This design comes from an exercise in tuning for small area, a short achievable clock period and few clock cycles per item on the open sky130 flow, not from production work. The RTL was checked by simulation tests, not by an equivalence proof against the original design. Power is estimated from default activity; no workload was simulated.

==> flow/design.v <==
package lbsm_pkg;
   localparam int CELL_W   = 8;
   localparam int OFF_W    = 5;
   localparam int LOCAL_W  = 6;
   localparam int SIZE_W   = 9;
   localparam int LAYER_W  = 17;
   localparam int BASIS_W  = 7;
   localparam int PMASK_W  = 3;
   localparam int SITE_W   = 30;
   localparam int CSR_IDX_W = 3;
   localparam int CSR_DATA_W = 17;
   localparam int DIMS     = 3;
   localparam int SUM_W    = CELL_W + 2;
   localparam int SIZE_MAX = (1 << SIZE_W) - 1;
   localparam int MAX_EXTENT_DEF = 256;
   localparam int DIV_STEPS = SIZE_W;
   localparam int DIV_CNT_W = $clog2(DIV_STEPS);
   typedef enum logic [CSR_IDX_W-1:0] {
      CSR_SIZE_X      = 3'd0,
      CSR_SIZE_Y      = 3'd1,
      CSR_SIZE_Z      = 3'd2,
      CSR_LAYER_CELLS = 3'd3,
      CSR_PERIODIC    = 3'd4,
      CSR_BASIS       = 3'd5
   } csr_index_type;
   typedef enum logic [7:0] {
      ST_IDLE   = 8'b0000_0001,
      ST_OFFSET = 8'b0000_0010,
      ST_DIVIDE = 8'b0000_0100,
      ST_ROW    = 8'b0000_1000,
      ST_LAYER  = 8'b0001_0000,
      ST_SITE   = 8'b0010_0000,
      ST_STORE  = 8'b0100_0000,
      ST_FINISH = 8'b1000_0000
   } state_type;
   typedef struct packed {
      logic start;
   } div_ctrl_type;
   typedef struct packed {
      logic busy;
      logic done;
   } div_status_type;
endpackage
module lbsm_divider (
   input  logic                           clock,
   input  logic                           reset,
   input  lbsm_pkg::div_ctrl_type         ctrl,
   input  logic [lbsm_pkg::SIZE_W-1:0]    dividend,
   input  logic [lbsm_pkg::SIZE_W-1:0]    divisor,
   output lbsm_pkg::div_status_type       status,
   output logic [lbsm_pkg::SIZE_W-1:0]    quotient,
   output logic [lbsm_pkg::SIZE_W-1:0]    remainder
);
   logic                             busy_ff, busy_in;
   logic                             done_ff, done_in;
   logic [lbsm_pkg::DIV_CNT_W-1:0]   cnt_ff, cnt_in;
   logic [lbsm_pkg::SIZE_W-1:0]      dvd_ff, dvd_in;
   logic [lbsm_pkg::SIZE_W-1:0]      rem_ff, rem_in;
   logic [lbsm_pkg::SIZE_W-1:0]      dsr_ff, dsr_in;
   logic [lbsm_pkg::SIZE_W:0]        trial;
   logic                             fits;
   assign trial = {rem_ff, dvd_ff[lbsm_pkg::SIZE_W-1]};
   assign fits  = (trial >= {1'b0, dsr_ff});
   always_comb begin
      busy_in = busy_ff;
      done_in = 1'b0;
      cnt_in  = cnt_ff;
      dvd_in  = dvd_ff;
      rem_in  = rem_ff;
      dsr_in  = dsr_ff;
      if (ctrl.start) begin
         busy_in = 1'b1;
         cnt_in  = '0;
         dvd_in  = dividend;
         rem_in  = '0;
         dsr_in  = divisor;
      end else if (busy_ff) begin
         if (fits) begin
            rem_in = lbsm_pkg::SIZE_W'(trial - {1'b0, dsr_ff});
         end else begin
            rem_in = trial[lbsm_pkg::SIZE_W-1:0];
         end
         dvd_in = {dvd_ff[lbsm_pkg::SIZE_W-2:0], fits};
         if (cnt_ff == lbsm_pkg::DIV_CNT_W'(lbsm_pkg::DIV_STEPS - 1)) begin
            busy_in = 1'b0;
            done_in = 1'b1;
         end else begin
            cnt_in = cnt_ff + 1'b1;
         end
      end
   end
   always_ff @(posedge clock) begin
      if (reset) begin
         busy_ff <= 1'b0;
         done_ff <= 1'b0;
         cnt_ff  <= '0;
      end else begin
         busy_ff <= busy_in;
         done_ff <= done_in;
         cnt_ff  <= cnt_in;
      end
   end
   always_ff @(posedge clock) begin
      dvd_ff <= dvd_in;
      rem_ff <= rem_in;
      dsr_ff <= dsr_in;
   end
   assign status.busy = busy_ff;
   assign status.done = done_ff;
   assign quotient    = dvd_ff;
   assign remainder   = rem_ff;
endmodule
module lbsm_mac (
   input  logic                           clock,
   input  logic                           enable,
   input  logic [lbsm_pkg::SITE_W-1:0]    addend,
   input  logic [lbsm_pkg::SITE_W-1:0]    mult_a,
   input  logic [lbsm_pkg::LAYER_W-1:0]   mult_b,
   output logic [lbsm_pkg::SITE_W-1:0]    acc
);
   logic [lbsm_pkg::SITE_W+lbsm_pkg::LAYER_W-1:0] prod;
   logic [lbsm_pkg::SITE_W-1:0]                   acc_ff, acc_in;
   assign prod   = mult_a * mult_b;
   assign acc_in = addend + prod[lbsm_pkg::SITE_W-1:0];
   always_ff @(posedge clock) begin
      if (enable) begin
         acc_ff <= acc_in;
      end
   end
   assign acc = acc_ff;
endmodule
module lattice_bond_site_mapper #(
   parameter int MAX_EXTENT = lbsm_pkg::MAX_EXTENT_DEF
) (
   input  logic                               clock,
   input  logic                               reset,
   input  logic                               req_valid,
   output logic                               req_ready,
   input  logic [lbsm_pkg::CELL_W-1:0]        req_cell_x,
   input  logic [lbsm_pkg::CELL_W-1:0]        req_cell_y,
   input  logic [lbsm_pkg::CELL_W-1:0]        req_cell_z,
   input  logic signed [lbsm_pkg::OFF_W-1:0]  req_src_dx,
   input  logic signed [lbsm_pkg::OFF_W-1:0]  req_src_dy,
   input  logic signed [lbsm_pkg::OFF_W-1:0]  req_src_dz,
   input  logic [lbsm_pkg::LOCAL_W-1:0]       req_src_local,
   input  logic signed [lbsm_pkg::OFF_W-1:0]  req_tgt_dx,
   input  logic signed [lbsm_pkg::OFF_W-1:0]  req_tgt_dy,
   input  logic signed [lbsm_pkg::OFF_W-1:0]  req_tgt_dz,
   input  logic [lbsm_pkg::LOCAL_W-1:0]       req_tgt_local,
   output logic                               rsp_valid,
   input  logic                               rsp_ready,
   output logic                               rsp_connected,
   output logic [lbsm_pkg::SITE_W-1:0]        rsp_src_site,
   output logic [lbsm_pkg::SITE_W-1:0]        rsp_tgt_site,
   output logic                               rsp_flip_x,
   output logic                               rsp_flip_y,
   output logic                               rsp_flip_z,
   output logic [lbsm_pkg::DIMS-1:0]          rsp_src_outside,
   output logic [lbsm_pkg::DIMS-1:0]          rsp_tgt_outside,
   input  logic                               csr_write_en,
   input  logic [lbsm_pkg::CSR_IDX_W-1:0]     csr_index,
   input  logic [lbsm_pkg::CSR_DATA_W-1:0]    csr_wdata
);
   localparam logic [lbsm_pkg::SIZE_W-1:0] SIZE_CLAMP =
      lbsm_pkg::SIZE_W'((MAX_EXTENT > lbsm_pkg::SIZE_MAX) ? lbsm_pkg::SIZE_MAX : MAX_EXTENT);
   logic [lbsm_pkg::SIZE_W-1:0]    size_x_ff, size_y_ff, size_z_ff;
   logic [lbsm_pkg::LAYER_W-1:0]   layer_ff;
   logic [lbsm_pkg::PMASK_W-1:0]   periodic_ff;
   logic [lbsm_pkg::BASIS_W-1:0]   basis_ff;
   lbsm_pkg::state_type            state_ff, state_in;
   logic                           ep_ff, ep_in;
   logic [1:0]                     dim_ff, dim_in;
   logic [lbsm_pkg::DIMS-1:0][lbsm_pkg::CELL_W-1:0]       cell_ff, cell_in;
   logic [1:0][lbsm_pkg::DIMS-1:0][lbsm_pkg::OFF_W-1:0]   off_ff, off_in;
   logic [1:0][lbsm_pkg::LOCAL_W-1:0]                     local_ff, local_in;
   logic [lbsm_pkg::DIMS-1:0][lbsm_pkg::SIZE_W-1:0]       idx_ff, idx_in;
   logic [1:0][lbsm_pkg::DIMS-1:0]                        flip_ff, flip_in;
   logic [1:0][lbsm_pkg::DIMS-1:0]                        outside_ff, outside_in;
   logic [1:0][lbsm_pkg::SITE_W-1:0]                      site_ff, site_in;
   logic                                                  conn_ff, conn_in;
   logic                                                  neg_ff, neg_in;
   logic                                rsp_valid_ff, rsp_valid_in;
   logic                                rsp_conn_ff, rsp_conn_in;
   logic [lbsm_pkg::SITE_W-1:0]         rsp_src_site_ff, rsp_src_site_in;
   logic [lbsm_pkg::SITE_W-1:0]         rsp_tgt_site_ff, rsp_tgt_site_in;
   logic [lbsm_pkg::DIMS-1:0]           rsp_flip_ff, rsp_flip_in;
   logic [lbsm_pkg::DIMS-1:0]           rsp_src_out_ff, rsp_src_out_in;
   logic [lbsm_pkg::DIMS-1:0]           rsp_tgt_out_ff, rsp_tgt_out_in;
   logic [lbsm_pkg::DIMS-1:0][lbsm_pkg::SIZE_W-1:0] eff_size;
   logic [lbsm_pkg::SIZE_W-1:0]                     cur_size;
   logic [lbsm_pkg::OFF_W-1:0]                      cur_off;
   logic signed [lbsm_pkg::SUM_W-1:0]               sum;
   logic                                            sum_neg;
   logic [lbsm_pkg::SUM_W-1:0]                      sum_abs;
   logic [lbsm_pkg::SIZE_W-1:0]                     sum_mag;
   logic                                            in_range;
   lbsm_pkg::div_ctrl_type              div_ctrl;
   lbsm_pkg::div_status_type            div_status;
   logic [lbsm_pkg::SIZE_W-1:0]         div_quot, div_rem;
   logic                                mac_en;
   logic [lbsm_pkg::SITE_W-1:0]         mac_addend, mac_a, mac_acc;
   logic [lbsm_pkg::LAYER_W-1:0]        mac_b;
   logic                                load_rsp;
   always_comb begin
      eff_size[0] = size_x_ff;
      eff_size[1] = size_y_ff;
      eff_size[2] = size_z_ff;
      for (int d = 0; d < lbsm_pkg::DIMS; d++) begin
         if (eff_size[d] == '0) begin
            eff_size[d] = lbsm_pkg::SIZE_W'(1);
         end else if (eff_size[d] > SIZE_CLAMP) begin
            eff_size[d] = SIZE_CLAMP;
         end
      end
   end
   assign cur_size = eff_size[dim_ff];
   assign cur_off  = off_ff[ep_ff][dim_ff];
   assign sum      = $signed({2'b00, cell_ff[dim_ff]})
                   + $signed({{(lbsm_pkg::SUM_W-lbsm_pkg::OFF_W){cur_off[lbsm_pkg::OFF_W-1]}},
                              cur_off});
   assign sum_neg  = sum[lbsm_pkg::SUM_W-1];
   assign sum_abs  = sum_neg ? lbsm_pkg::SUM_W'(-sum) : lbsm_pkg::SUM_W'(sum);
   assign sum_mag  = sum_abs[lbsm_pkg::SIZE_W-1:0];
   assign in_range = !sum_neg && (sum_mag < cur_size);
   lbsm_divider u_divider (
      .clock     (clock),
      .reset     (reset),
      .ctrl      (div_ctrl),
      .dividend  (sum_mag),
      .divisor   (cur_size),
      .status    (div_status),
      .quotient  (div_quot),
      .remainder (div_rem)
   );
   lbsm_mac u_mac (
      .clock  (clock),
      .enable (mac_en),
      .addend (mac_addend),
      .mult_a (mac_a),
      .mult_b (mac_b),
      .acc    (mac_acc)
   );
   assign req_ready = (state_ff == lbsm_pkg::ST_IDLE);
   assign load_rsp  = (state_ff == lbsm_pkg::ST_FINISH) && (!rsp_valid_ff || rsp_ready);
   always_comb begin
      state_in      = state_ff;
      ep_in         = ep_ff;
      dim_in        = dim_ff;
      cell_in       = cell_ff;
      off_in        = off_ff;
      local_in      = local_ff;
      idx_in        = idx_ff;
      flip_in       = flip_ff;
      outside_in    = outside_ff;
      site_in       = site_ff;
      conn_in       = conn_ff;
      neg_in        = neg_ff;
      div_ctrl      = '0;
      mac_en        = 1'b0;
      mac_addend    = '0;
      mac_a         = '0;
      mac_b         = '0;
      unique case (state_ff)
         lbsm_pkg::ST_IDLE: begin
            if (req_valid) begin
               cell_in[0]  = req_cell_x;
               cell_in[1]  = req_cell_y;
               cell_in[2]  = req_cell_z;
               off_in[0][0] = req_src_dx;
               off_in[0][1] = req_src_dy;
               off_in[0][2] = req_src_dz;
               off_in[1][0] = req_tgt_dx;
               off_in[1][1] = req_tgt_dy;
               off_in[1][2] = req_tgt_dz;
               local_in[0] = req_src_local;
               local_in[1] = req_tgt_local;
               flip_in     = '0;
               outside_in  = '0;
               conn_in     = 1'b1;
               ep_in       = 1'b0;
               dim_in      = '0;
               state_in    = lbsm_pkg::ST_OFFSET;
            end
         end
         lbsm_pkg::ST_OFFSET: begin
            if (in_range) begin
               idx_in[dim_ff] = sum_mag;
               if (dim_ff == 2'(lbsm_pkg::DIMS - 1)) begin
                  dim_in   = '0;
                  state_in = lbsm_pkg::ST_ROW;
               end else begin
                  dim_in   = dim_ff + 1'b1;
               end
            end else if (!periodic_ff[dim_ff]) begin
               conn_in  = 1'b0;
               state_in = lbsm_pkg::ST_FINISH;
            end else begin
               outside_in[ep_ff][dim_ff] = 1'b1;
               neg_in         = sum_neg;
               div_ctrl.start = 1'b1;
               state_in       = lbsm_pkg::ST_DIVIDE;
            end
         end
         lbsm_pkg::ST_DIVIDE: begin
            if (div_status.done) begin
               if (!neg_ff) begin
                  idx_in[dim_ff] = div_rem;
                  flip_in[ep_ff][dim_ff] = div_quot[0];
               end else if (div_rem == '0) begin
                  idx_in[dim_ff] = '0;
                  flip_in[ep_ff][dim_ff] = div_quot[0];
               end else begin
                  idx_in[dim_ff] = cur_size - div_rem;
                  flip_in[ep_ff][dim_ff] = !div_quot[0];
               end
               if (dim_ff == 2'(lbsm_pkg::DIMS - 1)) begin
                  dim_in   = '0;
                  state_in = lbsm_pkg::ST_ROW;
               end else begin
                  dim_in   = dim_ff + 1'b1;
                  state_in = lbsm_pkg::ST_OFFSET;
               end
            end
         end
         lbsm_pkg::ST_ROW: begin
            mac_en     = 1'b1;
            mac_addend = lbsm_pkg::SITE_W'(idx_ff[0]);
            mac_a      = lbsm_pkg::SITE_W'(idx_ff[1]);
            mac_b      = lbsm_pkg::LAYER_W'(eff_size[0]);
            state_in   = lbsm_pkg::ST_LAYER;
         end
         lbsm_pkg::ST_LAYER: begin
            mac_en     = 1'b1;
            mac_addend = mac_acc;
            mac_a      = lbsm_pkg::SITE_W'(idx_ff[2]);
            mac_b      = layer_ff;
            state_in   = lbsm_pkg::ST_SITE;
         end
         lbsm_pkg::ST_SITE: begin
            mac_en     = 1'b1;
            mac_addend = lbsm_pkg::SITE_W'(local_ff[ep_ff]);
            mac_a      = mac_acc;
            mac_b      = lbsm_pkg::LAYER_W'(basis_ff);
            state_in   = lbsm_pkg::ST_STORE;
         end
         lbsm_pkg::ST_STORE: begin
            site_in[ep_ff] = mac_acc;
            if (!ep_ff) begin
               ep_in    = 1'b1;
               dim_in   = '0;
               state_in = lbsm_pkg::ST_OFFSET;
            end else begin
               state_in = lbsm_pkg::ST_FINISH;
            end
         end
         lbsm_pkg::ST_FINISH: begin
            if (load_rsp) begin
               state_in = lbsm_pkg::ST_IDLE;
            end
         end
         default: begin
            state_in = lbsm_pkg::ST_IDLE;
         end
      endcase
   end
   always_comb begin
      rsp_valid_in    = rsp_valid_ff;
      rsp_conn_in     = rsp_conn_ff;
      rsp_src_site_in = rsp_src_site_ff;
      rsp_tgt_site_in = rsp_tgt_site_ff;
      rsp_flip_in     = rsp_flip_ff;
      rsp_src_out_in  = rsp_src_out_ff;
      rsp_tgt_out_in  = rsp_tgt_out_ff;
      if (load_rsp) begin
         rsp_valid_in = 1'b1;
         rsp_conn_in  = conn_ff;
         if (conn_ff) begin
            rsp_src_site_in = site_ff[0];
            rsp_tgt_site_in = site_ff[1];
            rsp_flip_in     = flip_ff[0] ^ flip_ff[1];
            rsp_src_out_in  = outside_ff[0];
            rsp_tgt_out_in  = outside_ff[1];
         end else begin
            rsp_src_site_in = '0;
            rsp_tgt_site_in = '0;
            rsp_flip_in     = '0;
            rsp_src_out_in  = '0;
            rsp_tgt_out_in  = '0;
         end
      end else if (rsp_ready) begin
         rsp_valid_in = 1'b0;
      end
   end
   always_ff @(posedge clock) begin
      if (reset) begin
         state_ff     <= lbsm_pkg::ST_IDLE;
         ep_ff        <= 1'b0;
         dim_ff       <= '0;
         rsp_valid_ff <= 1'b0;
         size_x_ff    <= lbsm_pkg::SIZE_W'(1);
         size_y_ff    <= lbsm_pkg::SIZE_W'(1);
         size_z_ff    <= lbsm_pkg::SIZE_W'(1);
         layer_ff     <= lbsm_pkg::LAYER_W'(1);
         periodic_ff  <= '0;
         basis_ff     <= lbsm_pkg::BASIS_W'(1);
      end else begin
         state_ff     <= state_in;
         ep_ff        <= ep_in;
         dim_ff       <= dim_in;
         rsp_valid_ff <= rsp_valid_in;
         if (csr_write_en) begin
            unique case (csr_index)
               lbsm_pkg::CSR_SIZE_X:      size_x_ff   <= csr_wdata[lbsm_pkg::SIZE_W-1:0];
               lbsm_pkg::CSR_SIZE_Y:      size_y_ff   <= csr_wdata[lbsm_pkg::SIZE_W-1:0];
               lbsm_pkg::CSR_SIZE_Z:      size_z_ff   <= csr_wdata[lbsm_pkg::SIZE_W-1:0];
               lbsm_pkg::CSR_LAYER_CELLS: layer_ff    <= csr_wdata[lbsm_pkg::LAYER_W-1:0];
               lbsm_pkg::CSR_PERIODIC:    periodic_ff <= csr_wdata[lbsm_pkg::PMASK_W-1:0];
               lbsm_pkg::CSR_BASIS:       basis_ff    <= csr_wdata[lbsm_pkg::BASIS_W-1:0];
               default: begin
               end
            endcase
         end
      end
   end
   always_ff @(posedge clock) begin
      cell_ff         <= cell_in;
      off_ff          <= off_in;
      local_ff        <= local_in;
      idx_ff          <= idx_in;
      flip_ff         <= flip_in;
      outside_ff      <= outside_in;
      site_ff         <= site_in;
      conn_ff         <= conn_in;
      neg_ff          <= neg_in;
      rsp_conn_ff     <= rsp_conn_in;
      rsp_src_site_ff <= rsp_src_site_in;
      rsp_tgt_site_ff <= rsp_tgt_site_in;
      rsp_flip_ff     <= rsp_flip_in;
      rsp_src_out_ff  <= rsp_src_out_in;
      rsp_tgt_out_ff  <= rsp_tgt_out_in;
   end
   assign rsp_valid       = rsp_valid_ff;
   assign rsp_connected   = rsp_conn_ff;
   assign rsp_src_site    = rsp_src_site_ff;
   assign rsp_tgt_site    = rsp_tgt_site_ff;
   assign rsp_flip_x      = rsp_flip_ff[0];
   assign rsp_flip_y      = rsp_flip_ff[1];
   assign rsp_flip_z      = rsp_flip_ff[2];
   assign rsp_src_outside = rsp_src_out_ff;
   assign rsp_tgt_outside = rsp_tgt_out_ff;
endmodule
==> flow/run.sh <==
#!/bin/bash
# synth_recipe.tcl (not shown) runs the flow's synth.tcl, then flattens the netlist and writes it again
# the make line also repeats each setting of config.mk as NAME=value (left out here)
make -C /OpenROAD-flow-scripts/flow DESIGN_CONFIG=/design/flow/config.mk WORK_HOME=/design/flow/orfs CLKGATE_MAP_FILE= SYNTH_SCRIPT=/design/flow/synth_recipe.tcl finish
==> flow/config.mk <==
export PLATFORM = sky130hd
export DESIGN_NAME = lattice_bond_site_mapper
export DESIGN_NICKNAME = lattice_bond_site_mapper
export VERILOG_FILES = /design/flow/design.v
export SDC_FILE = /design/flow/constraint.sdc
export NUM_CORES = 4
export LEC_CHECK = 0
export CAP_MARGIN = 20
export CORE_MARGIN = 2
export CORE_UTILIZATION = 40
export SLEW_MARGIN = 20
==> flow/constraint.sdc <==
create_clock -name core_clock -period 10.0 [get_ports {clock}]
set_input_delay 2.0000 -clock core_clock [delete_from_list [all_inputs] [get_ports {clock}]]
set_output_delay 2.0000 -clock core_clock [all_outputs]
set_load 0.01 [all_outputs]
==> flow_summary.toml <==
[grt]
grt_start_max_net_pins = 71
grt_usage = 0.204
grt_pass1_vias = 21000
gr-total-overflow = 0
grt_antenna_before_repair = 2
grt_pass1_wl_mm = 118

[yosys]
ys_seq_elements = 366
synth.top_cells.by_area = "edfxtp_1 (30%), fa_1 (23%), inv_1 (6.2%)"
yosysWarnings = 3
synthFlopType = "edfxtp_1"
synth.most_common_cell = "inv_1"
ys_async_sr_fraction = 0
synth_area_um2 = 28400
synth-edff-count = 285
synth_top_area_cell = "edfxtp_1"
ys_top_cells_by_count = "inv_1 (467), fa_1 (321), edfxtp_1 (285)"
syn_avg_cell_area_um2 = 10.3
synth-seq-area-share = 0.359
yosysUniqueCellTypes = 95
syn_inst = 2754
synth_top_area_frac = 0.302

[job]
drv_cap = 0

[clock_network]
cts_sinks = 366
numCtsBuffers = 43
post_cts_buffers = 0
clockRootBuffer = "clkbuf_16"
cts_tree = "yes"
insertion_delay_ns = 0.58
clkTransAtPathRegs_ns = 0.06
cts_buffer_depth = 3
htree_num_levels = 2
postCtsHoldBufs = 0
cts_resized = 0

[setup_path]
crit_path_start_kind = "register"
path_cells = "nor4b_1, and2_2, buf_4, nand2_1, o21ai_0, nand2_1, fa_1, inv_1, fa_1, ha_1, fa_1, fa_1, inv_1, fa_1, inv_1, ha_1, nand3_1, a2111oi_1, o21ai_0, a31oi_1, a41o_1, a41oi_1, o21bai_1, xor2_1"
critical-path-top-delay-family = "adder cells"
critPathKind = "reg2reg"
crit_arrival_ns = 9.67
reg2reg_from = "state_ff[5]"
max_stage_delay_ns = 0.95
cp_max_fo = 55
crit_slowest_cell = "and2_2"
worst-path-buf-inv = 4
startpoint = "state_ff[5]"
cp.required_ns = 10.33
cp-end-kind = "register"
path_common_cell = "fa_1"

[drt]
num_vias = 20300
drt_wl_total_mm = 73.6
vias_per_cell = 5.16
ant_nets = 0
drtIter0Drc = 1395
drt_first_pass_iters = 6
wire_per_inst_um = 18.8
drc = 0

[timing]
setup_violations = 0
fin_skew_ns = 0.0383
setup_tns_ns = 0
fmax_mhz = 107
final.min_clock_period_ns = 9.34
whs_ns = 0.457
slew_viol_final = 0
timing.final.hold_violations = 0
maxSlewHeadroom = 0.216
grt_setup_unrepaired = "no"
period_share = 0.934
worst_pin_slew_ns = 1.18

[finish]
register_area_um2 = 10200
num-fill-cells = 6693
drive_above_1_share = 0.0476
area_growth_pct = 14.4
nNetsFinal = 3478
utilization = 0.463
stdcell_area_um2 = 32500
multi_input_area_um2 = 16300

[die]
std_cell_rows = 97
die_w_um = 270
io_pins = 163
start_util = 0.405
core_um2 = 70100
dieHeight_um = 270
die-area_um2 = 73100

[hold_path]
hp-start = "layer_ff[7]"
min_path_type = "reg2reg"

[status]
outcome = "no timing/DRC/antenna violations"

[placement]
dp_hpwl_mm = 58.2
placedInstanceArea_um2 = 31200
port_buffers = 162
place.gp.congestion = 0.898

[pwr]
p_leak_nw = 13.1
ir_drop_uv = 162
p_per_area_nw_per_um2 = 177
power by group:
| group | internal (mW) | total [mW] | switching, mW | leakage (nW) |
|---|---|---|---|---|
| logic | 0.962 | 2.35 | 1.39 | 9.12 |
| clock network | 0.825 | 1.46 | 0.631 | 0.629 |
| registers | 1.86 | 1.95 | 0.0920 | 3.33 |
per-layer routing:
| layer | vias to the layer above | track usage | part of all wire |
|---|---|---|---|
| met5 | - | 0 | 0 |
| met4 | 0 | 0.0542 | 0.024 |
| met3 | 106 | 0.0258 | 0.052 |
| met2 | 576 | 0.340 | 0.47 |
| met1 | 10200 | 0.280 | 0.45 |
| li1 | 9408 | - | - |
cells in the final DEF (no fill, tap or decap), types with 8 or more instances in the layout:
| cell type | instances |
|---|---|
| a31oi_1 | 16 |
| clkdlybuf4s50_1 | 161 |
| nor4_1 | 8 |
| or2_2 | 14 |
| clkinv_1 | 9 |
| o21a_1 | 9 |
| dfxtp_1 | 81 |
| and3_1 | 19 |
| nand2b_1 | 19 |
| a211oi_1 | 12 |
| conb_1 | 85 |
| a21o_1 | 24 |
| nand3b_1 | 9 |
| nor3_1 | 21 |
| and2_1 | 87 |
| ha_1 | 113 |
| mux2i_1 | 65 |
| xor2_1 | 21 |
| o22ai_1 | 11 |
| a22oi_1 | 23 |
| inv_1 | 466 |
| clkbuf_16 | 43 |
| nor2b_1 | 11 |
| nand3_1 | 135 |
| nand2_1 | 257 |
| mux4_2 | 13 |
| fa_1 | 321 |
| edfxtp_1 | 285 |
| xnor2_1 | 37 |
| clkbuf_1 | 9 |
| nor2_1 | 252 |
| o21ai_0 | 52 |
| buf_4 | 21 |
| o211ai_1 | 8 |
| o2bb2ai_1 | 19 |
| a21oi_1 | 98 |
tightest hold or removal path, cell delays in order (launching register included):
cell and delay [ns]:
dfxtp_1 0.31, nand2_1 0.05, a21oi_1 0.05
final timing paths:
path / to / slack [ns] / cells after the start
worst min register to register: layer_ff[7] / 0.46 / 2
worst max-delay path: u_mac.acc_ff[28] / 0.66 / 24
worst max register to register: u_mac.acc_ff[28] / 0.66 / 24
worst min-delay path: layer_ff[7] / 0.46 / 2
cell type report:
type,instances,share of cell area
multi-input cells,1889,0.501
flip-flops and latches,366,0.313
repair buffers,184,0.0555
inverters,469,0.0542
well taps,940,0.0362
clock buffers,53,0.0346
clock inverters,22,0.00485
diodes,1,0.0000771
kinds of logic after synthesis:
| logic type | count (synthesis) | synth area share |
|---|---|---|
| flops | 366 | 0.359 |
| fa+ha+maj | 434 | 0.276 |
| simple gates | 872 | 0.143 |
| buf+inv | 582 | 0.0797 |
| other cells | 2 | 0.000265 |
| xor+xnor | 62 | 0.0206 |
| mux | 84 | 0.0363 |
| compound gates | 352 | 0.0848 |
through the flow:
stage	total power [mW]	setup slack (ns)	instances
after detailed placement	4.29	0.764	3847
final	5.76	0.660	3924
after global routing	6.16	0.0142	3924
after global placement	4.24	1.03	3847
after floorplan	3.65	2.08	2837
after CTS	5.78	0.760	3922
Testbench counts, summed over its fixed seeds: cycles 344,044, bonds 19,200.

-- what the ideal ports hide --
Ports are ideal in the flow. The routed layout listed here was re-timed in OpenROAD. Step 1 assumes that a clkbuf_16 drives the clock port and a buf_2 every other input. Step 2 adds t to the input delays and takes it off the output delays; t is the mean of the earliest and latest rising clock arrival at the registers after step 1. Input paths then give back, and output paths get back, about the clock's delay inside the block. a / b / c = ideal ports / drivers / drivers and shift; a / b = the first two.
shift t [ns]: 0.623
slack for setup (ns): 0.660 / 0.660 / 0.660
worst setup path after step 2: register to register
clock arrival spread, ns: 0.039 / 0.039
After both steps this run still meets setup and hold. The setup slack of this run moves by 0.000 ns with the drivers and by 0.000 ns with both steps.
